Context: an optimization exercise on an open-source flow, tuned for small area and a short achievable clock period. The choices shown serve that exercise and are no tape-out recipe. The RTL was checked by simulation tests, not by an equivalence proof against the original design.

==> flow/design.v <==
`timescale 1ns/100ps
module frame_control (
    input  logic       clk_frame,
    input  logic       rst,
    input  logic       en,
    output logic       move,    
    output logic       anim,    
    output logic       die,     
    output logic       swing,   
    output logic       odd      
);
    logic [7:0] frame_cnt;
    always_ff @(posedge clk_frame or posedge rst) begin
        if (rst)
            frame_cnt <= '0;
        else if (en)
            frame_cnt <= frame_cnt + 8'd1;
    end
    assign move  = frame_cnt == 8'd128;
    assign anim  = frame_cnt[4:0] == 5'd16;
    assign die   = frame_cnt[2:0] == 3'd4;
    assign swing = frame_cnt[6];
    assign odd   = frame_cnt[0];
endmodule
`timescale 1ns/100ps
module alien_table (
    input  logic                           clk_frame,
    input  logic                           rst,
    input  logic                           en,
    input  logic                           move,
    input  logic                           anim,
    input  logic                           die,
    input  logic                           swing,
    input  logic                           odd,
    input  logic                           spawn_object,
    input  logic [25-1:0]               spawn_data,
    input  logic [8-1:0]          hit_me,
    output logic [8*22-1:0]    slots,    
    output logic                           all_clear,
    output logic                           game_over,
    output logic [3:0]                     object_count
);
    logic [8-1:0] act, dying, free, spawn_sel;
    function automatic logic [8:0] theta_step(input logic [8:0] theta, input logic up,
                                              input logic s2);
        logic       wrap_up, wrap_dn;
        logic [8:0] k;
        wrap_up = up && (theta > 9'd358 || (s2 && theta == 9'd358));
        wrap_dn = !up && (theta == 9'd0 || (s2 && theta == 9'd1));
        k[8:2]  = !up ? 7'b1111111 : wrap_up ? 7'b0100110 : 7'b0000000;
        k[1]    = s2 || !up;
        k[0]    = !s2;
        if (wrap_dn)
            theta_step = {8'b10110011, theta[0] || !s2};
        else
            theta_step = theta + k;
    endfunction
    always_comb begin
        for (int i = 0; i < 8; i++) begin
            act[i]   = slots[i*22];
            dying[i] = !slots[i*22] && slots[i*22 + 2];
            free[i]  = !slots[i*22] && !slots[i*22 + 2];
        end
    end
    logic [8-1:0] tgt_q, free_u, tgt_ns, tgt_s;
    function automatic logic [8-1:0] lowest(input logic [8-1:0] x);
        logic seen;
        seen = 1'b0;
        for (int i = 0; i < 8; i++) begin
            lowest[i] = x[i] && !seen;
            seen      = seen || x[i];
        end
    endfunction
    always_comb begin
        for (int i = 0; i < 8; i++)
            free_u[i] = free[i] || (dying[i] && die && slots[i*22 + 1]);
        tgt_ns    = lowest(free_u);
        tgt_s     = lowest(free_u & ~tgt_q);
        spawn_sel = spawn_object ? tgt_q : '0;
    end
    always_ff @(posedge clk_frame or posedge rst) begin
        if (rst)
            tgt_q <= 8'(1);    
        else if (en)
            tgt_q <= spawn_object ? tgt_s : tgt_ns;
    end
    for (genvar i = 0; i < 8; i++) begin : g_slot
        logic [3:0] r, hp;
        logic [8:0] theta;
        logic [1:0] kind, frame;
        logic       a;
        logic [3:0] r_n, hp_n;
        logic [8:0] theta_n;
        logic [1:0] kind_n, frame_n;
        logic       a_n;
        logic       up;
        logic       s2;
        assign {r, theta, hp, kind, frame, a} = slots[i*22 +: 22];
        always_comb begin
            up = kind[1] ? !kind[0] : (kind[0] ^ !swing);
            s2 = kind[1] && odd;
        end
        always_comb begin
            r_n     = r;
            theta_n = theta;
            hp_n    = hp;
            kind_n  = kind;
            frame_n = frame;
            a_n     = a;
            if (spawn_sel[i]) begin
                r_n     = spawn_data[24:21];
                theta_n = spawn_data[20:12];
                hp_n    = spawn_data[11:8];
                kind_n  = spawn_data[5:4];
                frame_n = spawn_data[3:2];
                a_n     = 1'b1;
            end else if (a) begin
                if (move && r != 4'd0)
                    r_n = r - 4'd1;
                theta_n = theta_step(theta, up, s2);
                if (anim)
                    frame_n[0] = !frame[0];
                if (hit_me[i]) begin
                    hp_n = hp - 4'd1;
                    if (hp == 4'd1) begin
                        a_n     = 1'b0;
                        frame_n = 2'd2;
                    end
                end
            end else if (frame[1] && die) begin
                if (frame[0])
                    frame_n[1] = 1'b0;    
                else
                    frame_n[0] = 1'b1;
            end
        end
        always_ff @(posedge clk_frame or posedge rst) begin
            if (rst) begin
                slots[i*22]     <= 1'b0;
                slots[i*22 + 2] <= 1'b0;
            end else if (en) begin
                slots[i*22]     <= a_n;
                slots[i*22 + 2] <= frame_n[1];
            end
        end
        always_ff @(posedge clk_frame) begin
            if (en) begin
                slots[i*22 + 18 +: 4] <= r_n;
                slots[i*22 + 9 +: 9]  <= theta_n;
                slots[i*22 + 5 +: 4]  <= hp_n;
                slots[i*22 + 3 +: 2]  <= kind_n;
                slots[i*22 + 1]       <= frame_n[0];
            end
        end
    end
    logic [8-1:0] kill, stay_valid, stay_over;
    logic                  any_free, any_kill, spawn_ok;
    logic [3:0]            count_q;
    logic                  busy_q, over_q;    
    always_comb begin
        for (int i = 0; i < 8; i++) begin
            logic [3:0] r, hp;
            r  = slots[i*22 + 18 +: 4];
            hp = slots[i*22 + 5 +: 4];
            kill[i]       = act[i] && hit_me[i] && hp == 4'd1;
            stay_valid[i] = act[i] || (dying[i] && !(die && slots[i*22 + 1]));
            stay_over[i]  = act[i] && !kill[i] && (r == 4'd0 || (r == 4'd1 && move));
        end
        any_free = tgt_q != '0;
        any_kill = kill != '0;
        spawn_ok = spawn_object && any_free;
    end
    always_ff @(posedge clk_frame or posedge rst) begin
        if (rst) begin
            count_q <= '0;
            busy_q  <= 1'b0;
            over_q  <= 1'b0;
        end else if (en) begin
            if (spawn_ok)
                count_q <= any_kill ? count_q : count_q + 4'd1;
            else
                count_q <= any_kill ? count_q - 4'd1 : count_q;
            busy_q  <= spawn_ok || stay_valid != '0;
            over_q  <= (stay_over != '0) || (spawn_ok && spawn_data[24:21] == 4'd0);
        end
    end
    assign object_count = count_q;
    assign all_clear    = !busy_q;
    assign game_over    = over_q;
endmodule
`timescale 1ns/100ps
module laser_unit (
    input  logic                           clk_frame,
    input  logic                           rst,
    input  logic                           en,
    input  logic                           spawn_laser,
    input  logic [1:0]                     dir,
    input  logic [8*22-1:0]    slots,
    output logic [14-1:0]               laser,
    output logic [8-1:0]          hit_me,   
    output logic [16-1:0]            score
);
    logic             l_act;
    logic [3:0]       l_r;
    logic [8:0]       l_deg;
    logic [1:0]       l_dir;      
    logic [14:0]      s_half;     
    logic             at_rim;
    logic [8-1:0] match;
    logic [8-1:0] found;
    logic             hit;
    logic             kill;
    assign laser  = {l_act, l_r, l_deg};
    assign score  = {s_half, 1'b0};
    assign at_rim = l_r == 4'(15);
    function automatic logic in_cone(input logic [8:0] theta, input logic [1:0] d);
        case (d)
            2'd0:    in_cone = theta >= 9'd35  && theta <= 9'd55;
            2'd1:    in_cone = theta >= 9'd125 && theta <= 9'd145;
            2'd2:    in_cone = theta >= 9'd215 && theta <= 9'd235;
            default: in_cone = theta >= 9'd305 && theta <= 9'd325;
        endcase
    endfunction
    always_comb begin
        for (int i = 0; i < 8; i++)
            match[i] = slots[i*22] && slots[i*22 + 18 +: 4] == l_r
                       && in_cone(slots[i*22 + 9 +: 9], l_dir);
    end
    always_comb begin
        logic seen;
        seen = 1'b0;
        for (int i = 0; i < 8; i++) begin
            found[i] = match[i] && !seen;
            seen     = seen || match[i];
        end
    end
    assign hit    = l_act && !at_rim && match != '0;
    assign hit_me = (l_act && !at_rim) ? found : '0;
    always_comb begin
        kill = 1'b0;
        for (int i = 0; i < 8; i++)
            if (found[i] && slots[i*22 + 5 +: 4] == 4'd1)
                kill = 1'b1;
    end
    always_ff @(posedge clk_frame or posedge rst) begin
        if (rst) begin
            l_act   <= 1'b0;
            l_r     <= '0;
            l_deg   <= '0;
            l_dir   <= '0;
            s_half  <= '0;
        end else if (en) begin
            if (l_act) begin
                if (at_rim || hit)
                    l_act <= 1'b0;
                else
                    l_r <= l_r + 4'd1;
                if (hit)
                    s_half <= s_half + (kill ? 15'd50 : 15'd5);
            end else if (spawn_laser) begin
                l_act   <= 1'b1;
                l_r     <= '0;
                l_deg   <= 9'(dir) * 9'd90 + 9'd45;
                l_dir   <= dir;
            end
        end
    end
endmodule
`timescale 1ns/100ps
module distance_sorter (
    input  logic                           clk_frame,
    input  logic [8*22-1:0]    unordered,
    output logic [8*25-1:0]    ordered
);
    localparam int N = 8;
    logic [N-1:0]       valid;          
    logic [N-1:0][3:0]  r_eff;          
    logic [N-1:0][17:0] rec;            
    logic [N-1:0][2:0]  rank;
    logic [N-1:0][N-1:0] sel;           
    logic [N-1:0][N-1:0] selv;          
    logic [N-1:0][17:0] out_rec;
    logic [N-1:0][21:0] ord_q;          
    logic [N-1:0][3:0]  out_r;
    always_comb begin
        for (int i = 0; i < N; i++) begin
            logic [22-1:0] s;
            s        = unordered[i*22 +: 22];
            valid[i] = s[0] | s[2];
            r_eff[i] = valid[i] ? s[21:18] : 4'(15);
            rec[i]   = {s[17:9], s[8:5], s[0], s[4:3], s[2:1]};
        end
    end
    function automatic logic gt4(input logic [3:0] a, input logic [3:0] b);
        logic [3:0] g, l;
        g   = a & ~b;
        l   = ~a & b;
        gt4 = g[3] | (~l[3] & (g[2] | (~l[2] & (g[1] | (~l[1] & g[0])))));
    endfunction
    logic [N-1:0][N-1:0] beats;
    always_comb begin
        for (int i = 0; i < N; i++) begin
            beats[i][i] = 1'b0;
            for (int j = 0; j < i; j++) begin
                beats[i][j] = !gt4(r_eff[j], r_eff[i]);
                beats[j][i] = !beats[i][j];
            end
        end
    end
    function automatic logic [1:0] fa(input logic a, input logic b, input logic c);
        fa = {(a & b) | (a & c) | (b & c), a ^ b ^ c};
    endfunction
    always_comb begin
        for (int i = 0; i < N; i++) begin
            logic [N-2:0] v;
            logic [1:0]   x, y, z, w;
            for (int j = 0; j < N - 1; j++)
                v[j] = (j < i) ? beats[i][j] : beats[i][j+1];
            x       = fa(v[0], v[1], v[2]);
            y       = fa(v[3], v[4], v[5]);
            z       = fa(x[0], y[0], v[6]);
            w       = fa(x[1], y[1], z[1]);
            rank[i] = {w, z[0]};
        end
    end
    always_comb begin
        for (int k = 0; k < N; k++)
            for (int i = 0; i < N; i++)
            begin
                sel[k][i]  = rank[i] == 3'(k);
                selv[k][i] = sel[k][i] && valid[i];
            end
    end
    always_comb begin
        for (int k = 0; k < N; k++) begin
            out_rec[k] = '0;
            out_r[k]   = '0;
            for (int i = 0; i < N; i++) begin
                out_rec[k] = out_rec[k] | (selv[k][i] ? rec[i] : '0);
                out_r[k]   = out_r[k]   | (sel[k][i] ? r_eff[i] : '0);
            end
        end
    end
    always_ff @(posedge clk_frame) begin
        for (int k = 0; k < N; k++)
            ord_q[k] <= {out_r[k], out_rec[k]};
    end
    always_comb begin
        for (int k = 0; k < N; k++)
            ordered[k*25 +: 25] = {ord_q[k][21:5], !ord_q[k][4] && ord_q[k][1],
                                         ord_q[k][4:0], 2'b00};
    end
endmodule
`timescale 1ns/100ps
module event_core (
    input  logic                           clk_frame,
    input  logic                           rst,
    input  logic                           en,
    input  logic                           spawn_laser,
    input  logic [1:0]                     dir,
    input  logic                           spawn_object,
    input  logic [25-1:0]               spawn_data,
    output logic [16-1:0]            score,
    output logic                           all_clear,
    output logic                           game_over,
    output logic [3:0]                     object_count,
    output logic [14-1:0]               laser,
    output logic [8*25-1:0]    sorted_aliens   
);
    logic                        move, anim, die, swing, odd;
    logic [8-1:0]       hit_me;
    logic [8*22-1:0] slots;
    frame_control frame_control_inst (
        .clk_frame (clk_frame),
        .rst       (rst),
        .en        (en),
        .move      (move),
        .anim      (anim),
        .die       (die),
        .swing     (swing),
        .odd       (odd)
    );
    alien_table alien_table_inst (
        .clk_frame    (clk_frame),
        .rst          (rst),
        .en           (en),
        .move         (move),
        .anim         (anim),
        .die          (die),
        .swing        (swing),
        .odd          (odd),
        .spawn_object (spawn_object),
        .spawn_data   (spawn_data),
        .hit_me       (hit_me),
        .slots        (slots),
        .all_clear    (all_clear),
        .game_over    (game_over),
        .object_count (object_count)
    );
    laser_unit laser_unit_inst (
        .clk_frame   (clk_frame),
        .rst         (rst),
        .en          (en),
        .spawn_laser (spawn_laser),
        .dir         (dir),
        .slots       (slots),
        .laser       (laser),
        .hit_me      (hit_me),
        .score       (score)
    );
    distance_sorter distance_sorter_inst (
        .clk_frame (clk_frame),
        .unordered (slots),
        .ordered   (sorted_aliens)
    );
endmodule
==> flow/flow/run.sh <==
#!/bin/bash
# Standard ORFS layout (standard synthesis, floorplan, place, CTS, route, finish) with
#  - a tighter setup-repair target: repair_timing aims for SETUP_SLACK_MARGIN of slack at
#    the design's clock period, so the resizer also speeds up paths that meet 20 ns;
#  - every port still buffered, with a plain buffer cell instead of a delay cell.
# The clock, SDC and every other setting stay the standard flow's. Make's output goes to flow_make.log,
# each ORFS step's log to orfs/logs/.
set -euo pipefail
cd "$(dirname "$0")/.."
MARGIN=$(cat flow/margin.txt)
bash standard.sh SETUP_SLACK_MARGIN="$MARGIN" \
    "BUFFER_PORTS_ARGS=-buffer_cell sky130_fd_sc_hd__buf_2" finish > flow_make.log 2>&1
==> flow/flow/margin.txt <==
14.65
==> flow/standard.sh <==
#!/bin/bash
# synth_recipe.tcl (not shown) runs the flow's synth.tcl, then flattens the netlist and writes it again
# the make line also repeats each setting of config.mk as NAME=value (left out here)
make -C /OpenROAD-flow-scripts/flow DESIGN_CONFIG=/design/flow/config.mk WORK_HOME=/design/flow/orfs CLKGATE_MAP_FILE= SYNTH_SCRIPT=/design/flow/synth_recipe.tcl "${@:-finish}"
==> flow/config.mk <==
export PLATFORM = sky130hd
export DESIGN_NAME = event_core
export DESIGN_NICKNAME = event_core
export VERILOG_FILES = /design/flow/design.v
export SDC_FILE = /design/flow/constraint.sdc
export NUM_CORES = 4
export LEC_CHECK = 0
export ABC_CLOCK_PERIOD_IN_PS = 16000
export CAP_MARGIN = 20
export CORE_MARGIN = 2
export CORE_UTILIZATION = 35
export PLACE_DENSITY = 0.45
export SLEW_MARGIN = 20
==> flow/constraint.sdc <==
create_clock -name core_clock -period 20.0 [get_ports {clk_frame}]
set_input_delay 4.0000 -clock core_clock [delete_from_list [all_inputs] [get_ports {clk_frame}]]
set_output_delay 4.0000 -clock core_clock [all_outputs]
set_load 0.01 [all_outputs]
==> impl_metrics.env, run 1 <==
export IMPL_worstSkewPairLatency_ns=0.70
export IMPL_cts_made_buffers=49
export IMPL_synthFlopType="dfxtp_1"
export IMPL_detail_route_drc_violations=0
export IMPL_dieHeight_um=302.5
export IMPL_number_of_antenna_violations_at_the_first_check_in_global_routing=11
export IMPL_gpl_final_weighted_congestion=1.028
export IMPL_clockBufferDepth=3
export IMPL_final_seq_area_mm2=0.01002
export IMPL_drt_first_iter_violations=5558
export IMPL_synth_warning_count=4
export IMPL_dr_total_vias=35070
export IMPL_outcome="no timing/DRC/antenna violations"
export IMPL_wl_per_cell_um=34.08
export IMPL_synth_avg_cell_area_um2=8.340
export IMPL_route_antenna_remaining_nets=0
export IMPL_design_portCount=268
export IMPL_hold_removal_path_class="flip-flop to flip-flop"
export IMPL_start_util_pct=35.30
export IMPL_wire_length_of_the_first_global_routing_pass_um=244700
export IMPL_final_common_cell="a22oi_1"
export IMPL_cts_clk_slew_worst_paths_ns=0.06
export IMPL_worstPathArrival_ns=1.34
export IMPL_multi_input_comb_area_mm2=0.01965
export IMPL_cell_count_after_synthesis=3740
export IMPL_area_growth_pct=19.82
export IMPL_drt_first_pass_iters=7
export IMPL_rrSetupSlack_ns=14.67
export IMPL_timing_final_hold_violations=0
export IMPL_report_final_slew_viol_count=0
export IMPL_synth_top_family_by_area="compound AO/OA/AOI/OAI gates"
export IMPL_final_min_clock_period_ns=5.337
export IMPL_hold_buffers=0
export IMPL_critPathRequiredTime_ns=16.00
export IMPL_synth_compound_area_share_pct=30.12
export IMPL_max_cap_violations=0
export IMPL_place_detailed_hpwl_um=124500
export IMPL_design_core_area_mm2=0.08837
export IMPL_total_global_routing_track_utilization_pct=36.96
export IMPL_synthSimpleGateAreaFrac_pct=17.36
export IMPL_design_die_area_mm2=0.09152
export IMPL_die_w_um=302.5
export IMPL_most_frequent_cells_in_the_layout="a22oi_1, nor2_1, buf_4, nand2_1, buf_2"
export IMPL_postRouteWirelength_um=176100
export IMPL_synth_yosys_seq_area_share_pct=32.08
export IMPL_relSlewSlack_pct=25.68
export IMPL_drive_above_1_share_pct=19.83
export IMPL_clock_sink_count=403
export IMPL_hold_worst_slack_ns=0.4719
export IMPL_nFillCells=8787
export IMPL_synthAdderAreaFrac_pct=8.287
export IMPL_synth_mux_area_share_pct=0.3530
export IMPL_skew_ns=0.05333
export IMPL_postSynthRegisterBits=403
export IMPL_number_of_global_route_vias_before_repair=32750
export IMPL_tightestPinTransition_ns=1.115
export IMPL_timing_final_crit_share_pct=26.68
export IMPL_critPathLaunchType="flip-flop"
export IMPL_final_setup_viol_count=0
export IMPL_critical_path_peak_fanout=2
export IMPL_synthesis_area_mm2=0.03119
export IMPL_cts_htree_levels=2
export IMPL_nets=4151
export IMPL_crit_end_category="primary output"
export IMPL_synth_edff_count=160
export IMPL_async_reset_ff_share_pct=16.63
export IMPL_upper_clock_frequency_limit_ghz=0.1874
export IMPL_synth_distinct_cells=88
export IMPL_yosys_area_share_xor_xnor_pct=4.773
export IMPL_cts_root_buffer_cell="clkbuf_16"
export IMPL_grt_max_degree=68
export IMPL_viasPerCell=6.786
export IMPL_placement_io_buffers=246
export IMPL_rsz0062_at_grt="true"
export IMPL_tritoncts="built"
export IMPL_finalSetupTns_ns=0
export IMPL_core_rowCount=109
export IMPL_grt_overflow_total=0
export IMPL_worstSetupPathType="flip-flop to primary output"
-- final cells by class --
type / instances / share of cell area (%)
tap: 1165 / 3.900
sequential: 403 / 26.81
inverter: 161 / 1.644
multi-input combinational: 2797 / 52.57
clock inverter: 24 / 0.7968
clock buffer: 67 / 3.763
timing repair buffer: 548 / 10.50
antenna: 3 / 0.02009
-- cells in the mapped netlist (all sizes together), types with 26 or more instances --
master  count  area, um^2
nand4      34       212.7
nand2     246       923.4
nand2b     26       162.7
a21o       27       202.7
a31oi      43       269.0
dfrtp      66        1652
xor2       33       289.0
maj3       28       280.3
a21oi     195       979.7
buf        58       312.8
clkbuf    337        1270
nand3     173       865.8
ha        117        1464
nor2b      29       181.4
a22oi     325        2440
a221oi    188        1647
or2        26       162.6
o21ai     111       555.5
nor3       47       240.2
nor2      350        1314
inv       161       604.3
dfxtp     176        3523
fa         42       840.8
o21bai     34       255.2
a22o      134        1174
and2       26       162.7
o211ai     31       232.7
o22ai      91       569.3
xnor2     137        1200
edfxtp    160        4805
-- critical path: stages, from the launching register on --
cell and delay, ns:
dfrtp_2 0.42, buf_12 0.14, buf_6 0.11
-- final timing paths --
| path | depth (start not counted) | to | from |
|---|---|---|---|
| max | 2 | laser[11] | laser_unit_inst.l_r[2] |
| min | 1 | frame_control_inst.frame_cnt[7] | frame_control_inst.frame_cnt[7] |
| max reg2reg | 18 | distance_sorter_inst.ord_q[142] | alien_table_inst.slots[66] |
| min reg2reg | 1 | frame_control_inst.frame_cnt[7] | frame_control_inst.frame_cnt[7] |
| max in group asynchronous | 3 | laser_unit_inst.l_r[0] | rst |
| min in group asynchronous | 3 | laser_unit_inst.s_half[14] | rst |
-- metal layers --
layer	track usage, %	routed length [um]	share of wire [%]	vias to the layer above
met5	0	22	0.012	-
met3	11.97	22320	13	573
met4	15.07	8761	5.0	4
li1	-	-	-	14520
met2	53.82	72880	41	2733
met1	50.24	72150	41	17240
-- state kept, by name, summed over array words and instances (netlist names) --
name / flops
alien_table_inst.slots: 176
laser_unit_inst.l_r: 4
frame_control_inst.frame_cnt: 8
laser_unit_inst.l_deg: 8
alien_table_inst.busy_q: 1
alien_table_inst.tgt_q: 8
laser_unit_inst.l_dir: 1
laser_unit_inst.l_act: 1
alien_table_inst.over_q: 1
laser_unit_inst.s_half: 15
alien_table_inst.count_q: 4
distance_sorter_inst.ord_q: 176
-- kinds of logic (layout without fill, tap and decap cells) --
| logic type | after synthesis | after routing |
|---|---|---|
| AND/OR/NAND/NOR | 1111 | 1111 |
| AO/OA/AOI/OAI | 1302 | 1302 |
| XOR/XNOR | 170 | 170 |
| multiplexers | 10 | 10 |
| other | 1 | 20 |
| adder cells (fa/ha/maj) | 187 | 187 |
| flip-flops | 403 | 403 |
| buffers and inverters | 556 | 800 |
-- metrics by stage --
| step | cell area (um^2) | util [%] | setup WS (ns) | std cells |
|---|---|---|---|---|
| finish | 37370 | 42.29 | 14.66 | 5168 |
| global route | 37370 | 42.28 | 14.58 | 5165 |
| CTS | 36350 | 41.13 | 14.63 | 5071 |
| detailed placement | 33560 | 37.98 | 13.06 | 4915 |
| global placement | 33550 | 37.96 | 13.07 | 4915 |
| floorplan | 31320 | - | 14.54 | 3756 |
-- repair_timing --
action,in CTS,in global routing
pin swaps,25,23
hold endpoints to repair,0,0
buffers inserted,65,94
gates resized for setup,107,67
endpoints found under the setup margin,259,149
==> inputs of run 2 (changes only) <==
--- a/flow/flow/run.sh
+++ b/flow/flow/run.sh
@@ -9,4 +9,4 @@
 cd "$(dirname "$0")/.."
 MARGIN=$(cat flow/margin.txt)
 bash standard.sh SETUP_SLACK_MARGIN="$MARGIN" \
-    "BUFFER_PORTS_ARGS=-buffer_cell sky130_fd_sc_hd__buf_2" finish > flow_make.log 2>&1
+    "BUFFER_PORTS_ARGS=-buffer_cell sky130_fd_sc_hd__buf_1" finish > flow_make.log 2>&1
--- a/flow/config.mk
+++ b/flow/config.mk
@@ -9,5 +9,6 @@
 export CAP_MARGIN = 20
 export CORE_MARGIN = 2
 export CORE_UTILIZATION = 35
+export CTS_BUF_LIST = sky130_fd_sc_hd__clkbuf_8
 export PLACE_DENSITY = 0.45
 export SLEW_MARGIN = 20
==> impl_metrics.env, run 2 <==
export IMPL_final_setup_viol_count=0
export IMPL_number_of_global_route_vias_before_repair=31880
export IMPL_tritoncts="built"
export IMPL_critPathLaunchType="flip-flop"
export IMPL_most_frequent_cells_in_the_layout="a22oi_1, nor2_1, buf_4, nand2_1, buf_1"
export IMPL_clock_sink_count=403
export IMPL_netlist_top_cell_by_area="edfxtp_1"
export IMPL_hold_removal_path_class="flip-flop to flip-flop"
export IMPL_dieHeight_um=302.5
export IMPL_cts_htree_levels=3
export IMPL_detail_route_drc_violations=0
export IMPL_crit_end_category="primary output"
export IMPL_critical_path_peak_fanout=2
export IMPL_synthFlopType="dfxtp_1"
export IMPL_critPathRequiredTime_ns=16.00
export IMPL_design_portCount=268
export IMPL_postSynthRegisterBits=403
export IMPL_worst_r2r_endpoint="distance_sorter_inst.ord_q[71]"
export IMPL_skew_ns=0.04001
export IMPL_synth_distinct_cells=88
export IMPL_critPathLaunch="laser_unit_inst.l_r[1]"
export IMPL_reg_largest_list="alien_table_inst.slots: 176 flops, distance_sorter_inst.ord_q: 176 flops, laser_unit_inst.s_half: 15 flops"
export IMPL_cts_clk_slew_worst_paths_ns=0.06
export IMPL_timing_final_hold_violations=0
export IMPL_drt_first_pass_iters=9
export IMPL_number_of_antenna_violations_at_the_first_check_in_global_routing=5
export IMPL_design_core_area_mm2=0.08837
export IMPL_die_w_um=302.5
export IMPL_synth_edff_count=160
export IMPL_rrSetupSlack_ns=14.69
export IMPL_final_min_clock_period_ns=5.361
export IMPL_hold_depth=1
export IMPL_min_delay_worst_endpoint="laser_unit_inst.s_half[14]"
export IMPL_synth_avg_cell_area_um2=8.340
export IMPL_route_antenna_remaining_nets=0
export IMPL_final_seq_area_mm2=0.01005
export IMPL_place_detailed_hpwl_um=115000
export IMPL_upper_clock_frequency_limit_ghz=0.1865
export IMPL_synth_top_cells_by_area="edfxtp_1, dfxtp_1, a22oi_1"
export IMPL_ff2ff_path_depth=20
export IMPL_core_rowCount=109
export IMPL_max_cap_violations=0
export IMPL_finalSetupTns_ns=0
export IMPL_rsz0062_at_grt="true"
export IMPL_tightestPinTransition_ns=1.055
export IMPL_cts_root_buffer_cell="clkbuf_8"
export IMPL_placement_io_buffers=246
export IMPL_final_common_cell="a22oi_1"
export IMPL_wl_per_cell_um=31.58
export IMPL_report_final_slew_viol_count=0
export IMPL_worstPathArrival_ns=1.36
export IMPL_outcome="no timing/DRC/antenna violations"
export IMPL_clockBufferDepth=3
export IMPL_start_util_pct=35.30
export IMPL_async_reset_ff_share_pct=16.63
export IMPL_nFillCells=9030
export IMPL_relSlewSlack_pct=29.67
export IMPL_multi_input_comb_area_mm2=0.01948
export IMPL_area_growth_pct=17.95
export IMPL_synth_yosys_seq_area_share_pct=32.08
export IMPL_reg2reg_from="alien_table_inst.slots[0]"
export IMPL_nets=4191
export IMPL_post_synth_top_count_cell="nor2_1"
export IMPL_total_global_routing_track_utilization_pct=34.69
export IMPL_synthDominantCellAreaShare_pct=15.40
export IMPL_timing_final_crit_share_pct=26.81
export IMPL_gpl_final_weighted_congestion=1.035
export IMPL_grt_max_degree=68
export IMPL_worstSetupPathType="flip-flop to primary output"
export IMPL_cts_made_buffers=76
export IMPL_dr_total_vias=34340
export IMPL_worstSkewPairLatency_ns=0.74
export IMPL_hold_buffers=0
export IMPL_grt_overflow_total=0
export IMPL_synthesis_area_mm2=0.03119
export IMPL_design_die_area_mm2=0.09152
export IMPL_drive_above_1_share_pct=14.70
export IMPL_min_delay_src="laser_unit_inst.s_half[14]"
export IMPL_wire_length_of_the_first_global_routing_pass_um=232400
export IMPL_cell_count_after_synthesis=3740
export IMPL_drt_first_iter_violations=5374
export IMPL_synth_warning_count=4
export IMPL_postRouteWirelength_um=165000
export IMPL_viasPerCell=6.575
export IMPL_synth_top_cells_by_count="nor2_1, clkbuf_1, a22oi_1, nand2_1, a21oi_1"
[run 2: cell count changes in the layout (fill, tap and decap cells not counted), sizes merged]
| cell | change |
|---|---|
| buf | +6 |
| clkbuf | +28 |
| clkinv | -5 |
| clkinvlp | +2 |
| inv | +24 |
[run 2: area by class of cell]
type / instances / area share [%]
antenna: 3 / 0.02041
inverter: 161 / 1.663
timing repair buffer: 561 / 9.866
clock inverter: 45 / 0.9182
tap: 1165 / 3.962
multi-input combinational: 2797 / 52.96
clock buffer: 88 / 3.292
sequential: 403 / 27.32
[run 2: how the worst max path moves through the flow]
stage,end,slack (ns),depth (start not counted)
floorplan,alien_table_inst.count_q[3],14.54,9
global placement,alien_table_inst.count_q[3],12.80,10
detailed placement,alien_table_inst.count_q[3],12.81,10
CTS,laser[10],14.57,2
global route,laser[10],14.58,2
finish,laser[10],14.64,2
[run 2: metrics by stage]
stage | cells | hold WS (ns) | worst slack (ns) | utilization, % | instance area, um^2
floorplan | 3756 | 0.4377 | 14.54 | - | 31320
global placement | 4917 | 0.4590 | 12.80 | 37.58 | 33210
detailed placement | 4918 | 0.4606 | 12.81 | 37.60 | 33230
CTS | 5112 | 0.4723 | 14.57 | 40.42 | 35720
global route | 5221 | 0.4887 | 14.58 | 41.62 | 36790
finish | 5223 | 0.4700 | 14.64 | 41.63 | 36790
[run 2: logic make-up (layout without fill, tap and decap cells)]
group / after synthesis / in the layout / share of synthesized area [%]
other: 1 / 20 / 0.01202
adder cells (fa/ha/maj): 187 / 187 / 8.287
AND/OR/NAND/NOR: 1111 / 1111 / 17.36
XOR/XNOR: 170 / 170 / 4.773
buffers and inverters: 556 / 855 / 7.012
AO/OA/AOI/OAI: 1302 / 1302 / 30.12
multiplexers: 10 / 10 / 0.3530
flip-flops: 403 / 403 / 32.08
[run 2: worst max-delay path, cell delays in order (launching register included)]
cell,delay (ns)
dfrtp_1,0.39
buf_12,0.13
buf_6,0.11
[run 2: metal layers]
layer  wire [um]  global-route usage (%)
met4        8897                   15.93
met3       21300                   11.09
met5          77                  0.4658
met2       67040                   49.16
met1       67640                   47.64
[run 2: repair_timing]
item | 4_1_cts | 5_1_grt
setup buffers | 61 | 106
setup endpoints to repair | 299 | 158
hold endpoints to repair | 0 | 0
pin swaps | 18 | 18
resized for setup | 107 | 59
==> inputs of run 3 (changes only) <==
--- a/flow/config.mk
+++ b/flow/config.mk
@@ -8,7 +8,7 @@
 export ABC_CLOCK_PERIOD_IN_PS = 16000
 export CAP_MARGIN = 20
 export CORE_MARGIN = 2
-export CORE_UTILIZATION = 35
+export CORE_UTILIZATION = 42
 export CTS_BUF_LIST = sky130_fd_sc_hd__clkbuf_8
-export PLACE_DENSITY = 0.45
+export PLACE_DENSITY = 0.55
 export SLEW_MARGIN = 20
==> impl_metrics.env, run 3 <==
export IMPL_path_delay_family="simple AND/OR/NAND/NOR gates"
export IMPL_dr_total_vias=35390
export IMPL_nets=4186
export IMPL_worstSetupPathType="primary input to flip-flop"
export IMPL_detail_route_drc_violations=0
export IMPL_hold_buffers=0
export IMPL_crit_chain="buf_1 -> buf_6 -> buf_4 -> and2_1 -> nor2_1 -> nor2_2 -> a21o_1"
export IMPL_die_w_um=276.5
export IMPL_timing_final_hold_violations=0
export IMPL_core_rowCount=99
export IMPL_route_antenna_remaining_nets=0
export IMPL_synth_edff_count=160
export IMPL_reg_largest_list="alien_table_inst.slots: 176 flops, distance_sorter_inst.ord_q: 176 flops, laser_unit_inst.s_half: 15 flops"
export IMPL_postSynthRegisterBits=403
export IMPL_cp_slowest_stage_delay_ns=0.60
export IMPL_synth_yosys_seq_area_share_pct=32.08
export IMPL_critPathLaunch="spawn_object"
export IMPL_relSlewSlack_pct=24.05
export IMPL_design_portCount=268
export IMPL_rsz0062_at_grt="true"
export IMPL_slowest_stage="nor2_2"
export IMPL_start_util_pct=42.61
export IMPL_max_cap_violations=0
export IMPL_finalSetupTns_ns=0
export IMPL_skew_ns=0.04047
export IMPL_synth_avg_cell_area_um2=8.340
export IMPL_synthesis_area_mm2=0.03119
export IMPL_number_of_antenna_violations_at_the_first_check_in_global_routing=8
export IMPL_upper_clock_frequency_limit_ghz=0.1872
export IMPL_critPathRequiredTime_ns=20.40
export IMPL_placement_io_buffers=246
export IMPL_number_of_global_route_vias_before_repair=32380
export IMPL_viasPerCell=7.048
export IMPL_drt_first_iter_violations=5927
export IMPL_synth_warning_count=4
export IMPL_design_die_area_mm2=0.07646
export IMPL_cell_count_after_synthesis=3740
export IMPL_synth_distinct_cells=88
export IMPL_timing_final_crit_share_pct=26.71
export IMPL_hold_worst_slack_ns=0.4663
export IMPL_report_final_slew_viol_count=0
export IMPL_outcome="no timing/DRC/antenna violations"
export IMPL_wl_per_cell_um=32.23
export IMPL_critical_path_peak_fanout=11
export IMPL_post_synth_top_count_cell="nor2_1"
export IMPL_async_reset_ff_share_pct=16.63
export IMPL_cts_made_buffers=76
export IMPL_clockBufferDepth=3
export IMPL_tightestPinTransition_ns=1.139
export IMPL_postRouteWirelength_um=161800
export IMPL_total_global_routing_track_utilization_pct=40.26
export IMPL_tritoncts="built"
export IMPL_critPathLaunchType="primary input"
export IMPL_synth_top_cells_by_area="edfxtp_1, dfxtp_1, a22oi_1"
export IMPL_place_detailed_hpwl_um=110700
export IMPL_synth_top_cells_by_count="nor2_1, clkbuf_1, a22oi_1, nand2_1, a21oi_1"
export IMPL_hold_removal_path_class="flip-flop to flip-flop"
export IMPL_grt_max_degree=68
export IMPL_worstPathArrival_ns=5.74
export IMPL_netlist_top_cell_by_area="edfxtp_1"
export IMPL_cts_root_buffer_cell="clkbuf_8"
export IMPL_area_growth_pct=17.92
export IMPL_crit_end_category="flip-flop"
export IMPL_reg2reg_from="alien_table_inst.slots[66]"
export IMPL_final_setup_viol_count=0
export IMPL_final_min_clock_period_ns=5.342
export IMPL_cts_clk_slew_worst_paths_ns=0.06
export IMPL_worstSkewPairLatency_ns=0.71
export IMPL_gpl_final_weighted_congestion=1.047
export IMPL_drt_first_pass_iters=12
export IMPL_design_core_area_mm2=0.07321
export IMPL_synthDominantCellAreaShare_pct=15.40
export IMPL_synthFlopType="dfxtp_1"
export IMPL_clock_sink_count=403
export IMPL_critPathBufInv=3
export IMPL_most_frequent_cells_in_the_layout="a22oi_1, nor2_1, buf_4, nand2_1, buf_1"
export IMPL_min_delay_src="frame_control_inst.frame_cnt[7]"
export IMPL_drive_above_1_share_pct=14.62
export IMPL_dieHeight_um=276.5
export IMPL_final_common_cell="a22oi_1"
export IMPL_wire_length_of_the_first_global_routing_pass_um=228900
export IMPL_grt_overflow_total=0
export IMPL_cts_htree_levels=3
==> run 3: cells by family after synthesis <==
group / Yosys count / share of synthesized area [%]
muxes: 10 / 0.3530
xor gates and xnor gates: 170 / 4.773
and+or+nand+nor: 1111 / 17.36
buffers and inverters: 556 / 7.012
DFF: 403 / 32.08
AOI/OAI and AO/OA: 1302 / 30.12
adders and majority gates: 187 / 8.287
other: 1 / 0.01202
==> run 3: worst paths after layout <==
path,endpoint,slack (ns),depth (start not counted)
max,alien_table_inst.slots[133],14.66,7
min,frame_control_inst.frame_cnt[7],0.47,1
min reg2reg,frame_control_inst.frame_cnt[7],0.47,1
max in group asynchronous,alien_table_inst.slots[68],15.67,3
min in group asynchronous,alien_table_inst.count_q[2],3.62,3
max reg2reg,distance_sorter_inst.ord_q[140],14.69,15
==> run 3: layer usage <==
layer / track usage, % / share of wire (%)
met1: 54.14 / 39
met5: 0.1876 / 0.029
met4: 19.83 / 6.7
met2: 56.07 / 39
met3: 15.28 / 15
==> run 3: stage by stage <==
step	util (%)	cells	setup WS [ns]	instance area, um^2
6_report	50.24	5021	14.66	36780
5_1_grt	50.22	5015	14.63	36770
4_1_cts	48.72	4904	14.65	35660
3_5_place_dp	44.87	4692	13.35	32850
3_3_place_gp	44.86	4692	13.23	32840
2_1_floorplan	-	3756	14.54	31320
==> run 3: cell type report <==
type                            count  area [um^2]
Fill cell                        7197        36420
Multi-Input combinational cell   2797        19640
Sequential cell                   403        10030
Timing Repair Buffer              556         3691
Tap cell                          959         1200
Clock buffer                       86         1184
Inverter                          161        616.8
Clock inverter                     52        407.9
Antenna cell                        7        17.52
==> run 3: what timing repair did <==
item                       4_1_cts  5_1_grt
cloned                           0        2
resized for setup              105       77
setup endpoints to repair      247      173
pin swaps                       24       27
buffers inserted                74      108
==> inputs of run 4 (changes only) <==
--- a/flow/config.mk
+++ b/flow/config.mk
@@ -9,6 +9,5 @@
 export CAP_MARGIN = 20
 export CORE_MARGIN = 2
 export CORE_UTILIZATION = 42
-export CTS_BUF_LIST = sky130_fd_sc_hd__clkbuf_8
 export PLACE_DENSITY = 0.55
 export SLEW_MARGIN = 20
==> impl_metrics.env, run 4 <==
export IMPL_final_min_clock_period_ns=5.379
export IMPL_worstPathArrival_ns=5.87
export IMPL_placement_io_buffers=246
export IMPL_dr_total_vias=35110
export IMPL_reg_largest_list="alien_table_inst.slots: 176 flops, distance_sorter_inst.ord_q: 176 flops, laser_unit_inst.s_half: 15 flops"
export IMPL_design_core_area_mm2=0.07321
export IMPL_place_detailed_hpwl_um=110700
export IMPL_core_rowCount=99
export IMPL_final_instance_count_excl_fill=4973
export IMPL_synth_top_cells_by_area="edfxtp_1, dfxtp_1, a22oi_1"
export IMPL_nets=4160
export IMPL_clockBufferDepth=3
export IMPL_cell_count_after_synthesis=3740
export IMPL_upper_clock_frequency_limit_ghz=0.1859
export IMPL_start_util_pct=42.61
export IMPL_final_setup_viol_count=0
export IMPL_synth_edff_count=160
export IMPL_drt_first_iter_violations=5806
export IMPL_post_synth_top_count_cell="nor2_1"
export IMPL_tightestPinTransition_ns=1.193
export IMPL_drt_first_pass_iters=8
export IMPL_netlist_top_cell_by_area="edfxtp_1"
export IMPL_grt_overflow_total=0
export IMPL_finalSetupTns_ns=0
export IMPL_dpl_cell_count=4692
export IMPL_cts_root_buffer_cell="clkbuf_16"
export IMPL_relSlewSlack_pct=20.46
export IMPL_design_die_area_mm2=0.07646
export IMPL_final_core_utilization_pct=50.46
export IMPL_synthesis_area_mm2=0.03119
export IMPL_number_of_global_route_vias_before_repair=32000
export IMPL_die_w_um=276.5
export IMPL_crit_end_category="flip-flop"
export IMPL_synth_top_cells_by_count="nor2_1, clkbuf_1, a22oi_1, nand2_1, a21oi_1"
export IMPL_report_final_slew_viol_count=0
export IMPL_cts_htree_levels=2
export IMPL_rsz0062_at_grt="true"
export IMPL_outcome="no timing/DRC/antenna violations"
export IMPL_async_reset_ff_share_pct=16.63
export IMPL_cts_clk_slew_worst_paths_ns=0.06
export IMPL_grt_max_degree=68
export IMPL_synthFlopType="dfxtp_1"
export IMPL_synth_warning_count=4
export IMPL_postRouteWirelength_um=160600
export IMPL_skew_ns=0.02820
export IMPL_worstSkewPairLatency_ns=0.63
export IMPL_setup_ws_ns=14.62
export IMPL_hold_depth=1
export IMPL_tritoncts="built"
export IMPL_critical_path_peak_fanout=9
export IMPL_cts_made_buffers=49
export IMPL_synth_avg_cell_area_um2=8.340
export IMPL_postSynthRegisterBits=403
export IMPL_worstSetupPathType="primary input to flip-flop"
export IMPL_detail_route_drc_violations=0
export IMPL_critPathRequiredTime_ns=20.50
export IMPL_min_delay_src="frame_control_inst.frame_cnt[7]"
export IMPL_synth_yosys_seq_area_share_pct=32.08
export IMPL_gpl_final_weighted_congestion=1.047
export IMPL_drive_above_1_share_pct=13.97
export IMPL_synthDominantCellAreaShare_pct=15.40
export IMPL_reg2reg_from="alien_table_inst.slots[132]"
export IMPL_number_of_antenna_violations_at_the_first_check_in_global_routing=10
export IMPL_max_cap_violations=0
export IMPL_timing_final_hold_violations=0
export IMPL_dieHeight_um=276.5
export IMPL_synth_distinct_cells=88
export IMPL_post_place_ws_ns=13.35
export IMPL_route_antenna_remaining_nets=0
export IMPL_total_global_routing_track_utilization_pct=40.13
export IMPL_area_growth_pct=18.43
export IMPL_viasPerCell=7.060
export IMPL_hold_removal_path_class="flip-flop to flip-flop"
export IMPL_clock_sink_count=403
export IMPL_wire_length_of_the_first_global_routing_pass_um=228400
export IMPL_hold_buffers=0
export IMPL_final_common_cell="a22oi_1"
export IMPL_critPathLaunchType="primary input"
export IMPL_critPathLaunch="spawn_data[21]"
export IMPL_design_portCount=268
export IMPL_most_frequent_cells_in_the_layout="a22oi_1, nor2_1, buf_4, nand2_1, buf_1"
export IMPL_ff2ff_path_depth=19
export IMPL_timing_final_crit_share_pct=26.90
export IMPL_wl_per_cell_um=32.30
run 4: cell counts after synthesis:
Identical to the previous run, type by type.
run 4: what timing repair did:
action / 4_1_cts / 5_1_grt
buffers inserted: 77 / 108
gates resized for setup: 106 / 57
endpoints found under the hold margin: 0 / 0
endpoints found under the setup margin: 259 / 186
pin swaps: 28 / 20
run 4: cells by family (layout without fill, tap and decap cells):
| family | Yosys count | after routing | synth area share, % |
|---|---|---|---|
| AO/OA/AOI/OAI | 1302 | 1302 | 30.12 |
| AND/OR/NAND/NOR | 1111 | 1111 | 17.36 |
| buffers and inverters | 556 | 809 | 7.012 |
| flip-flops | 403 | 403 | 32.08 |
| adder cells (fa/ha/maj) | 187 | 187 | 8.287 |
| XOR/XNOR | 170 | 170 | 4.773 |
| multiplexers | 10 | 10 | 0.3530 |
| other | 1 | 22 | 0.01202 |
run 4: per-stage QoR:
stage / area (um^2) / hold WS [ns]
6_report: 36940 / 0.4654
5_1_grt: 36930 / 0.4867
4_1_cts: 35910 / 0.4719
3_5_place_dp: 32850 / 0.4629
3_3_place_gp: 32840 / 0.4514
2_1_floorplan: 31320 / 0.4377
run 4: area by class of cell:
class                           count  area (um^2)
Timing Repair Buffer              557         3741
Clock inverter                     23        292.8
Inverter                          161        614.3
Multi-Input combinational cell   2797        19600
Tap cell                          959         1200
Sequential cell                   403        10030
Antenna cell                        5        12.51
Clock buffer                       68         1453
Fill cell                        7114        36270
run 4: metal layers:
metal	wire [um]	track usage, %	part of all wire [%]	vias up
li1	-	-	-	14540
met1	63260	54.41	39	16830
met2	63680	56.35	40	3006
met3	23700	15.12	15	723
met4	9859	17.74	6.1	14
met5	100	0.1251	0.062	-
run 4: worst paths after layout:
path / endpoint / slack [ns]
worst max-delay path: alien_table_inst.over_q / 14.62
worst min-delay path: frame_control_inst.frame_cnt[7] / 0.47
worst max register to register: distance_sorter_inst.ord_q[30] / 14.72
worst min register to register: frame_control_inst.frame_cnt[7] / 0.47
max in group asynchronous: alien_table_inst.slots[90] / 15.60
min in group asynchronous: laser_unit_inst.s_half[11] / 3.68
run 4: worst max-delay path, cell delays in order:
cell	delay [ns]
buf_1	0.60
nor4_1	0.11
a2111o_1	0.40
or4b_1	0.47
o32a_1	0.29
==> inputs of run 5 (changes only) <==
--- a/flow/config.mk
+++ b/flow/config.mk
@@ -8,6 +8,6 @@
 export ABC_CLOCK_PERIOD_IN_PS = 16000
 export CAP_MARGIN = 20
 export CORE_MARGIN = 2
-export CORE_UTILIZATION = 42
-export PLACE_DENSITY = 0.55
+export CORE_UTILIZATION = 50
+export PLACE_DENSITY = 0.62
 export SLEW_MARGIN = 20
==> impl_metrics.env, run 5 <==
export IMPL_final_min_clock_period_ns=5.475
export IMPL_start_util_pct=50.55
export IMPL_nFillCells=5353
export IMPL_critical_path_peak_fanout=4
export IMPL_number_of_antenna_violations_at_the_first_check_in_global_routing=10
export IMPL_postSynthRegisterBits=403
export IMPL_reg2reg_from="alien_table_inst.slots[88]"
export IMPL_timing_final_crit_share_pct=27.38
export IMPL_design_core_area_mm2=0.06171
export IMPL_crit_chain="buf_6 -> buf_6 -> clkinvlp_4 -> a21oi_4 -> clkinv_4 -> ha_4 -> a21o_1 -> a21oi_4 -> o311ai_4 -> a21oi_2 -> xor2_1"
export IMPL_crit_end_category="flip-flop"
export IMPL_synth_edff_count=160
export IMPL_post_place_ws_ns=12.99
export IMPL_cts_made_buffers=44
export IMPL_hold_removal_path_class="flip-flop to flip-flop"
export IMPL_dieHeight_um=253.8
export IMPL_drive_above_1_share_pct=14.97
export IMPL_synth_top_family_by_area="compound AO/OA/AOI/OAI gates"
export IMPL_synth_top_cells_by_count="nor2_1, clkbuf_1, a22oi_1, nand2_1, a21oi_1"
export IMPL_relSlewSlack_pct=24.39
export IMPL_report_final_slew_viol_count=0
export IMPL_netlist_top_cell_by_area="edfxtp_1"
export IMPL_skew_ns=0.03955
export IMPL_drt_first_pass_iters=14
export IMPL_placement_io_buffers=246
export IMPL_worstSetupPathType="primary input to flip-flop"
export IMPL_postRouteWirelength_um=166300
export IMPL_yosys_area_share_xor_xnor_pct=4.773
export IMPL_synthSimpleGateAreaFrac_pct=17.36
export IMPL_tightestPinTransition_ns=1.134
export IMPL_synth_distinct_cells=88
export IMPL_synth_yosys_seq_area_share_pct=32.08
export IMPL_synthDominantCellAreaShare_pct=15.40
export IMPL_grt_overflow_total=0
export IMPL_final_instance_count_excl_fill=4854
export IMPL_tritoncts="built"
export IMPL_cts_htree_levels=2
export IMPL_place_area_mm2=0.03257
export IMPL_total_global_routing_track_utilization_pct=49.29
export IMPL_design_portCount=268
export IMPL_rsz0062_at_grt="true"
export IMPL_grt_max_degree=68
export IMPL_final_cell_area_mm2=0.03720
export IMPL_clock_sink_count=403
export IMPL_number_of_global_route_vias_before_repair=33890
export IMPL_wire_length_of_the_first_global_routing_pass_um=231800
export IMPL_min_delay_worst_endpoint="laser_unit_inst.s_half[14]"
export IMPL_viasPerCell=7.556
export IMPL_upper_clock_frequency_limit_ghz=0.1826
export IMPL_critPathBufInv=4
export IMPL_worstPathArrival_ns=6.02
export IMPL_timing_final_hold_violations=0
export IMPL_ff2ff_path_depth=22
export IMPL_rrSetupSlack_ns=14.64
export IMPL_finalSetupTns_ns=0
export IMPL_core_rowCount=91
export IMPL_dr_total_vias=36680
export IMPL_min_delay_src="laser_unit_inst.s_half[14]"
export IMPL_cts_clk_slew_worst_paths_ns=0.06
export IMPL_worstSkewPairLatency_ns=0.64
export IMPL_post_synth_top_count_cell="nor2_1"
export IMPL_synth_warning_count=4
export IMPL_synthFlopType="dfxtp_1"
export IMPL_max_cap_violations=0
export IMPL_final_setup_viol_count=0
export IMPL_synth_top_cells_by_area="edfxtp_1, dfxtp_1, a22oi_1"
export IMPL_drt_first_iter_violations=7410
export IMPL_async_reset_ff_share_pct=16.63
export IMPL_path_delay_family="compound AO/OA/AOI/OAI gates"
export IMPL_area_growth_pct=19.26
export IMPL_setup_ws_ns=14.52
export IMPL_synthAdderAreaFrac_pct=8.287
export IMPL_cp_slowest_stage_delay_ns=0.28
export IMPL_most_frequent_cells_in_the_layout="a22oi_1, nor2_1, buf_4, nand2_1, buf_1"
export IMPL_slowest_stage="a21oi_4"
export IMPL_clockBufferDepth=3
export IMPL_nets=4164
export IMPL_reg_largest_list="alien_table_inst.slots: 176 flops, distance_sorter_inst.ord_q: 176 flops, laser_unit_inst.s_half: 15 flops"
export IMPL_wl_per_cell_um=34.27
export IMPL_critPathRequiredTime_ns=20.54
export IMPL_critPathLaunchType="primary input"
export IMPL_final_core_utilization_pct=60.28
export IMPL_dpl_cell_count=4550
export IMPL_detail_route_drc_violations=0
export IMPL_cell_count_after_synthesis=3740
export IMPL_synth_avg_cell_area_um2=8.340
export IMPL_hold_depth=1
export IMPL_gpl_final_weighted_congestion=1.054
export IMPL_final_common_cell="a22oi_1"
export IMPL_hold_worst_slack_ns=0.4790
export IMPL_synth_mux_area_share_pct=0.3530
export IMPL_synthesis_area_mm2=0.03119
export IMPL_route_antenna_remaining_nets=0
export IMPL_outcome="no timing/DRC/antenna violations"
export IMPL_worst_r2r_endpoint="distance_sorter_inst.ord_q[69]"
export IMPL_design_die_area_mm2=0.06440
export IMPL_die_w_um=253.8
export IMPL_cts_root_buffer_cell="clkbuf_16"
export IMPL_place_detailed_hpwl_um=111500
export IMPL_synth_compound_area_share_pct=30.12
run 5: layout make-up:
class / count / area (um^2) / area share [%]
Clock inverter: 21 / 256.5 / 0.6895
Sequential cell: 403 / 10030 / 26.97
Clock buffer: 61 / 1297 / 3.488
Inverter: 161 / 616.8 / 1.658
Antenna cell: 8 / 20.02 / 0.05382
Multi-Input combinational cell: 2797 / 19860 / 53.39
Timing Repair Buffer: 566 / 4066 / 10.93
Tap cell: 837 / 1047 / 2.815
run 5: layer usage:
layer | vias to the layer above | wire length (um) | GRT usage (%)
li1 | 14550 | - | -
met1 | 17340 | 59200 | 62.44
met2 | 3670 | 64670 | 67.76
met3 | 1096 | 28370 | 23.06
met4 | 26 | 13420 | 28.34
met5 | - | 687 | 4.402
run 5: worst register-to-register path, cell delays in order (launching register included):
cell and delay (ns):
dfrtp_1 0.39, buf_8 0.19, nor2_4 0.32, nor2_4 0.09
buf_12 0.15, buf_4 0.17, o211ai_1 0.15, o221ai_1 0.12
o21ai_0 0.14, o21a_1 0.15, a21o_1 0.19, inv_1 0.09
fa_1 0.55, inv_1 0.06, fa_1 0.39, inv_1 0.09
fa_2 0.44, buf_4 0.21, nor3b_4 0.21, nor2b_4 0.22
a22o_1 0.24, a221oi_1 0.25, nand3_2 0.31
run 5: cell families after synthesis:
family	count (synthesis)
simple gates	1111
buf+inv	556
compound gates	1302
fa+ha+maj	187
flops	403
other cells	1
xor+xnor	170
mux	10
run 5: worst max-delay path by stage:
stage | from | to | cells after the start
4_1_cts | spawn_object | alien_table_inst.slots[156] | 8
6_report | spawn_object | alien_table_inst.count_q[3] | 11
3_5_place_dp | alien_table_inst.slots[88] | distance_sorter_inst.ord_q[159] | 17
5_1_grt | spawn_object | alien_table_inst.count_q[3] | 11
2_1_floorplan | spawn_object | alien_table_inst.count_q[3] | 9
3_3_place_gp | alien_table_inst.slots[24] | distance_sorter_inst.ord_q[159] | 14
run 5: what timing repair did:
action                                  CTS  global route
endpoints found under the hold margin     0             0
pin swaps                                32            50
hold buffers                              0             0
setup buffers                            92           121
resized for setup                       124            95
gates cloned                              0             1
endpoints found under the setup margin  265           192
==> inputs of run 6 (changes only) <==
--- a/flow/config.mk
+++ b/flow/config.mk
@@ -8,6 +8,7 @@
 export ABC_CLOCK_PERIOD_IN_PS = 16000
 export CAP_MARGIN = 20
 export CORE_MARGIN = 2
-export CORE_UTILIZATION = 50
-export PLACE_DENSITY = 0.62
+export CORE_UTILIZATION = 35
+export CTS_BUF_LIST = sky130_fd_sc_hd__clkbuf_4
+export PLACE_DENSITY = 0.45
 export SLEW_MARGIN = 20
==> impl_metrics.env, run 6 <==
export IMPL_design_die_area_mm2=0.09152
export IMPL_tritoncts="built"
export IMPL_drt_first_pass_iters=8
export IMPL_reg_largest_list="alien_table_inst.slots: 176 flops, distance_sorter_inst.ord_q: 176 flops, laser_unit_inst.s_half: 15 flops"
export IMPL_max_cap_violations=0
export IMPL_gpl_final_weighted_congestion=1.035
export IMPL_synthDominantCellAreaShare_pct=15.40
export IMPL_synth_warning_count=4
export IMPL_post_synth_top_count_cell="nor2_1"
export IMPL_critPathBufInv=1
export IMPL_most_frequent_cells_in_the_layout="a22oi_1, nor2_1, buf_4, nand2_1, a21oi_1"
export IMPL_detail_route_drc_violations=0
export IMPL_timing_final_hold_violations=0
export IMPL_synth_top_cells_by_count="nor2_1, clkbuf_1, a22oi_1, nand2_1, a21oi_1"
export IMPL_dr_total_vias=35000
export IMPL_design_core_area_mm2=0.08837
export IMPL_upper_clock_frequency_limit_ghz=0.1782
export IMPL_synth_distinct_cells=88
export IMPL_dieHeight_um=302.5
export IMPL_outcome="no timing/DRC/antenna violations"
export IMPL_netlist_top_cell_by_area="edfxtp_1"
export IMPL_synth_edff_count=160
export IMPL_place_detailed_hpwl_um=115000
export IMPL_critPathRequiredTime_ns=16.00
export IMPL_critical_path_peak_fanout=2
export IMPL_synth_avg_cell_area_um2=8.340
export IMPL_final_core_utilization_pct=43.22
export IMPL_core_rowCount=109
export IMPL_wl_per_cell_um=31.13
export IMPL_slowest_stage="dfxtp_2"
export IMPL_grt_overflow_total=0
export IMPL_hold_buffers=0
export IMPL_drt_first_iter_violations=4946
export IMPL_async_reset_ff_share_pct=16.63
export IMPL_worstSkewPairLatency_ns=1.01
export IMPL_postSynthRegisterBits=403
export IMPL_rsz0062_at_grt="true"
export IMPL_crit_end_category="primary output"
export IMPL_clockBufferDepth=3
export IMPL_hold_removal_path_class="flip-flop to flip-flop"
export IMPL_start_util_pct=35.30
export IMPL_design_portCount=268
export IMPL_synthFlopType="dfxtp_1"
export IMPL_report_final_slew_viol_count=0
export IMPL_worstPathArrival_ns=1.61
export IMPL_die_w_um=302.5
export IMPL_final_common_cell="a22oi_1"
export IMPL_total_global_routing_track_utilization_pct=34.79
export IMPL_critPathLaunch="distance_sorter_inst.ord_q[1]"
export IMPL_critPathLaunchType="flip-flop"
export IMPL_final_min_clock_period_ns=5.612
export IMPL_number_of_antenna_violations_at_the_first_check_in_global_routing=8
export IMPL_reg2reg_from="alien_table_inst.slots[134]"
export IMPL_area_growth_pct=22.44
export IMPL_cp_slowest_stage_delay_ns=0.34
export IMPL_tightestPinTransition_ns=1.271
export IMPL_wire_length_of_the_first_global_routing_pass_um=233900
export IMPL_relSlewSlack_pct=14.95
export IMPL_finalSetupTns_ns=0
export IMPL_path_delay_family="flip-flops"
export IMPL_cts_root_buffer_cell="clkbuf_4"
export IMPL_path_depth=2
export IMPL_skew_ns=0.09725
export IMPL_synthesis_area_mm2=0.03119
export IMPL_rrSetupSlack_ns=14.63
export IMPL_synth_top_cells_by_area="edfxtp_1, dfxtp_1, a22oi_1"
export IMPL_route_antenna_remaining_nets=0
export IMPL_postRouteWirelength_um=166100
export IMPL_cell_count_after_synthesis=3740
export IMPL_number_of_global_route_vias_before_repair=32510
export IMPL_cts_htree_levels=3
export IMPL_clock_sink_count=403
export IMPL_synth_yosys_seq_area_share_pct=32.08
export IMPL_grt_max_degree=68
export IMPL_crit_chain="nor2b_1 -> buf_2"
export IMPL_worst_r2r_endpoint="distance_sorter_inst.ord_q[147]"
export IMPL_worstSetupEndpoint="sorted_aliens[7]"
export IMPL_nets=4266
export IMPL_timing_final_crit_share_pct=28.06
export IMPL_placement_io_buffers=246
export IMPL_drive_above_1_share_pct=24.13
export IMPL_final_setup_viol_count=0
export IMPL_cts_clk_slew_worst_paths_ns=0.07
export IMPL_cts_made_buffers=113
export IMPL_ff2ff_path_depth=13
export IMPL_worstSetupPathType="flip-flop to primary output"
export IMPL_viasPerCell=6.558
## run 6: worst min-delay path by stage
stage / cells past startpoint / from / slack, ns / endpoint
global route: 1 / frame_control_inst.frame_cnt[7] / 0.49 / frame_control_inst.frame_cnt[7]
floorplan: 1 / frame_control_inst.frame_cnt[7] / 0.44 / frame_control_inst.frame_cnt[7]
finish: 1 / frame_control_inst.frame_cnt[7] / 0.47 / frame_control_inst.frame_cnt[7]
global placement: 1 / laser_unit_inst.l_deg[0] / 0.46 / laser_unit_inst.l_deg[0]
detailed placement: 1 / laser_unit_inst.s_half[14] / 0.46 / laser_unit_inst.s_half[14]
CTS: 1 / frame_control_inst.frame_cnt[7] / 0.47 / frame_control_inst.frame_cnt[7]
## run 6: through the flow
step                hold WS [ns]  cell area (um^2)  worst slack, ns  std cells
global placement          0.4590             33210            12.80       4917
detailed placement        0.4606             33230            12.81       4918
global route              0.4879             38190            14.31       5335
floorplan                 0.4377             31320            14.54       3756
finish                    0.4705             38190            14.39       5336
CTS                       0.4723             36580            14.29       5197
## run 6: area by class of cell
| type | count | area [um^2] |
|---|---|---|
| clock buffers | 163 | 1224 |
| diodes | 6 | 15.01 |
| well taps | 1165 | 1458 |
| clock inverters | 42 | 271.5 |
| inverters | 161 | 611.8 |
| multi-input cells | 2797 | 19500 |
| fillers | 8906 | 50180 |
| repair buffers | 599 | 4927 |
| flip-flops and latches | 403 | 10180 |
## run 6: worst register-to-register path, delay by kind of cell (launching register included)
family | cells | cell delay [ns]
AOI/OAI and AO/OA | 4 | 0.69
adders and majority gates | 3 | 1.98
buffers and inverters | 1 | 0.05
DFF | 1 | 0.71
and+or+nand+nor | 5 | 1.77
## run 6: what timing repair did
item,CTS,global route
cloned,0,2
setup buffers,74,131
resized for setup,449,148
hold endpoints to repair,0,0
setup endpoints to repair,464,358
pin swaps,17,16
## run 6: routing by layer
metal | GRT usage, % | vias to the layer above | routed length, um
li1 | - | 14820 | -
met1 | 47.64 | 16840 | 67850
met2 | 49.60 | 2701 | 67690
met3 | 10.87 | 636 | 21060
met4 | 16.17 | 6 | 9439
met5 | 0 | - | 41
## run 6: cell families after synthesis
group / after synthesis / share of synthesized area, %
multiplexers: 10 / 0.3530
AND/OR/NAND/NOR: 1111 / 17.36
other: 1 / 0.01202
adder cells (fa/ha/maj): 187 / 8.287
flip-flops: 403 / 32.08
AO/OA/AOI/OAI: 1302 / 30.12
buffers and inverters: 556 / 7.012
XOR/XNOR: 170 / 4.773
==> inputs of run 7 (changes only) <==
--- a/flow/config.mk
+++ b/flow/config.mk
@@ -6,9 +6,9 @@
 export NUM_CORES = 4
 export LEC_CHECK = 0
 export ABC_CLOCK_PERIOD_IN_PS = 16000
-export CAP_MARGIN = 20
+export CAP_MARGIN = 5
 export CORE_MARGIN = 2
 export CORE_UTILIZATION = 35
-export CTS_BUF_LIST = sky130_fd_sc_hd__clkbuf_4
+export CTS_BUF_LIST = sky130_fd_sc_hd__clkbuf_8
 export PLACE_DENSITY = 0.45
-export SLEW_MARGIN = 20
+export SLEW_MARGIN = 5
==> impl_metrics.env, run 7 <==
export IMPL_nFillCells=9047
export IMPL_route_antenna_remaining_nets=0
export IMPL_timing_final_hold_violations=0
export IMPL_top_signal_layer_used="met5"
export IMPL_postRouteWirelength_um=165400
export IMPL_postSynthRegisterBits=403
export IMPL_post_place_ws_ns=12.81
export IMPL_tightestPinTransition_ns=1.198
export IMPL_cp_slowest_stage_delay_ns=0.39
export IMPL_max_cap_violations=0
export IMPL_wl_met1_um=67330
export IMPL_drive_above_1_share_pct=14.89
export IMPL_rsz0062_at_grt="true"
export IMPL_grt_overflow_total=0
export IMPL_synth_yosys_seq_area_share_pct=32.08
export IMPL_grt_max_degree=68
export IMPL_synth_avg_cell_area_um2=8.340
export IMPL_cts_made_buffers=75
export IMPL_design_core_area_mm2=0.08837
export IMPL_final_common_cell="a22oi_1"
export IMPL_synth_warning_count=4
export IMPL_worstSkewPairLatency_ns=0.75
export IMPL_tritoncts="built"
export IMPL_number_of_antenna_violations_at_the_first_check_in_global_routing=9
export IMPL_total_global_routing_track_utilization_pct=34.74
export IMPL_synth_edff_count=160
export IMPL_slowest_stage="dfrtp_1"
export IMPL_drt_first_pass_iters=10
export IMPL_start_util_pct=35.30
export IMPL_min_delay_src="frame_control_inst.frame_cnt[7]"
export IMPL_detail_route_drc_violations=0
export IMPL_core_rowCount=109
export IMPL_placement_io_buffers=246
export IMPL_post_synth_top_count_cell="nor2_1"
export IMPL_clock_sink_count=403
export IMPL_critPathLaunchType="flip-flop"
export IMPL_upper_clock_frequency_limit_ghz=0.1860
export IMPL_most_frequent_cells_in_the_layout="a22oi_1, nor2_1, buf_4, nand2_1, buf_1"
export IMPL_crit_chain="buf_12 -> buf_6"
export IMPL_worstPathArrival_ns=1.38
export IMPL_design_die_area_mm2=0.09152
export IMPL_critPathLaunch="laser_unit_inst.l_r[1]"
export IMPL_dieHeight_um=302.5
export IMPL_skew_ns=0.04346
export IMPL_cell_count_after_synthesis=3740
export IMPL_met3_wirelength_um=21640
export IMPL_final_setup_viol_count=0
export IMPL_synth_top_cells_by_count="nor2_1, clkbuf_1, a22oi_1, nand2_1, a21oi_1"
export IMPL_wl_met2_um=67790
export IMPL_area_growth_pct=18.06
export IMPL_gpl_final_weighted_congestion=1.035
export IMPL_path_delay_family="flip-flops"
export IMPL_synthFlopType="dfxtp_1"
export IMPL_worstSetupPathType="flip-flop to primary output"
export IMPL_wire_length_of_the_first_global_routing_pass_um=233000
export IMPL_dr_total_vias=34500
export IMPL_finalSetupTns_ns=0
export IMPL_relSlewSlack_pct=19.87
export IMPL_synthDominantCellAreaShare_pct=15.40
export IMPL_async_reset_ff_share_pct=16.63
export IMPL_cts_root_buffer_cell="clkbuf_8"
export IMPL_final_min_clock_period_ns=5.377
export IMPL_outcome="no timing/DRC/antenna violations"
export IMPL_design_portCount=268
export IMPL_die_w_um=302.5
==> run 7: metal layers <==
metal / vias up / global-route usage, %
met1: 16760 / 47.07
met2: 2501 / 49.81
met3: 602 / 12.04
met5: - / 0.5176
met4: 6 / 14.85
li1: 14630 / -
==> run 7: per-stage QoR <==
step | hold slack [ns] | instance area (um^2) | utilization (%) | std cells
after global routing | 0.4878 | 36820 | 41.66 | 5239
after floorplan | 0.4377 | 31320 | - | 3756
after CTS | 0.4723 | 35740 | 40.44 | 5121
after detailed placement | 0.4578 | 33210 | 37.58 | 4917
after global placement | 0.4590 | 33210 | 37.58 | 4917
final | 0.4660 | 36830 | 41.67 | 5243
==> run 7: what timing repair did <==
| item | CTS | global route |
|---|---|---|
| pin swaps | 19 | 23 |
| gates resized for setup | 111 | 55 |
| hold endpoints to repair | 0 | 0 |
| buffers inserted | 67 | 114 |
| hold buffers | 0 | 0 |
| endpoints found under the setup margin | 297 | 167 |
==> run 7: logic make-up after synthesis <==
group                      synth area share [%]
DFF                                       32.08
other                                   0.01202
and+or+nand+nor                           17.36
muxes                                    0.3530
xor gates and xnor gates                  4.773
buffers and inverters                     7.012
AOI/OAI and AO/OA                         30.12
adders and majority gates                 8.287
==> run 7: final cells by class <==
type	instances	area, um^2	share of cell area, %
clock buffer	84	1156	3.139
clock inverter	53	336.6	0.9139
timing repair buffer	572	3704	10.06
inverter	161	611.8	1.661
multi-input combinational	2797	19490	52.92
antenna	8	20.02	0.05436
tap	1165	1458	3.958
sequential	403	10050	27.30
==> run 7: worst paths after layout <==
| path | endpoint | slack (ns) | cells after the start |
|---|---|---|---|
| max | laser[10] | 14.62 | 2 |
| min | frame_control_inst.frame_cnt[7] | 0.47 | 1 |
| max reg2reg | distance_sorter_inst.ord_q[112] | 14.71 | 19 |
| min reg2reg | frame_control_inst.frame_cnt[7] | 0.47 | 1 |
| max in group asynchronous | alien_table_inst.slots[154] | 15.68 | 3 |
| min in group asynchronous | laser_unit_inst.s_half[2] | 3.59 | 3 |

afterwards: timing with drivers on the ports:
The results above use ideal ports. As a check the final layouts listed here were re-extracted and re-timed, cells and wires unchanged. Step 1 sets driving cells, clkbuf_16 on the clock port and buf_2 on the other inputs (assumed; they add their load-dependent delay and slew). Step 2 times the ports against the registers' clock, not the clock port: input delays grow and output delays shrink by t, the midpoint of the rising clock arrivals with the driver on. Slacks: no drivers / after step 1 / after step 2; pairs: no drivers / after step 1.
run	shift t [ns]	setup WS [ns]	hold slack, ns
run 1	0.744	14.663 / 14.589 / 14.019	0.472 / 0.472 / 0.472
run 2	0.784	14.639 / 14.578 / 13.866	0.470 / 0.470 / 0.470
run 3	0.752	14.658 / 14.622 / 13.933	0.466 / 0.466 / 0.466
run 4	0.691	14.621 / 14.630 / 13.977	0.465 / 0.465 / 0.465
run 5	0.685	14.525 / 14.544 / 13.859	0.479 / 0.479 / 0.479
run 6	1.036	14.388 / 14.318 / 13.683	0.470 / 0.470 / 0.470
run 7	0.786	14.623 / 14.563 / 13.870	0.466 / 0.466 / 0.466
After both steps every run listed still meets setup and hold. The setup slack of run 2, which loses most, moves by -0.061 ns with the drivers and by -0.773 ns with both steps.
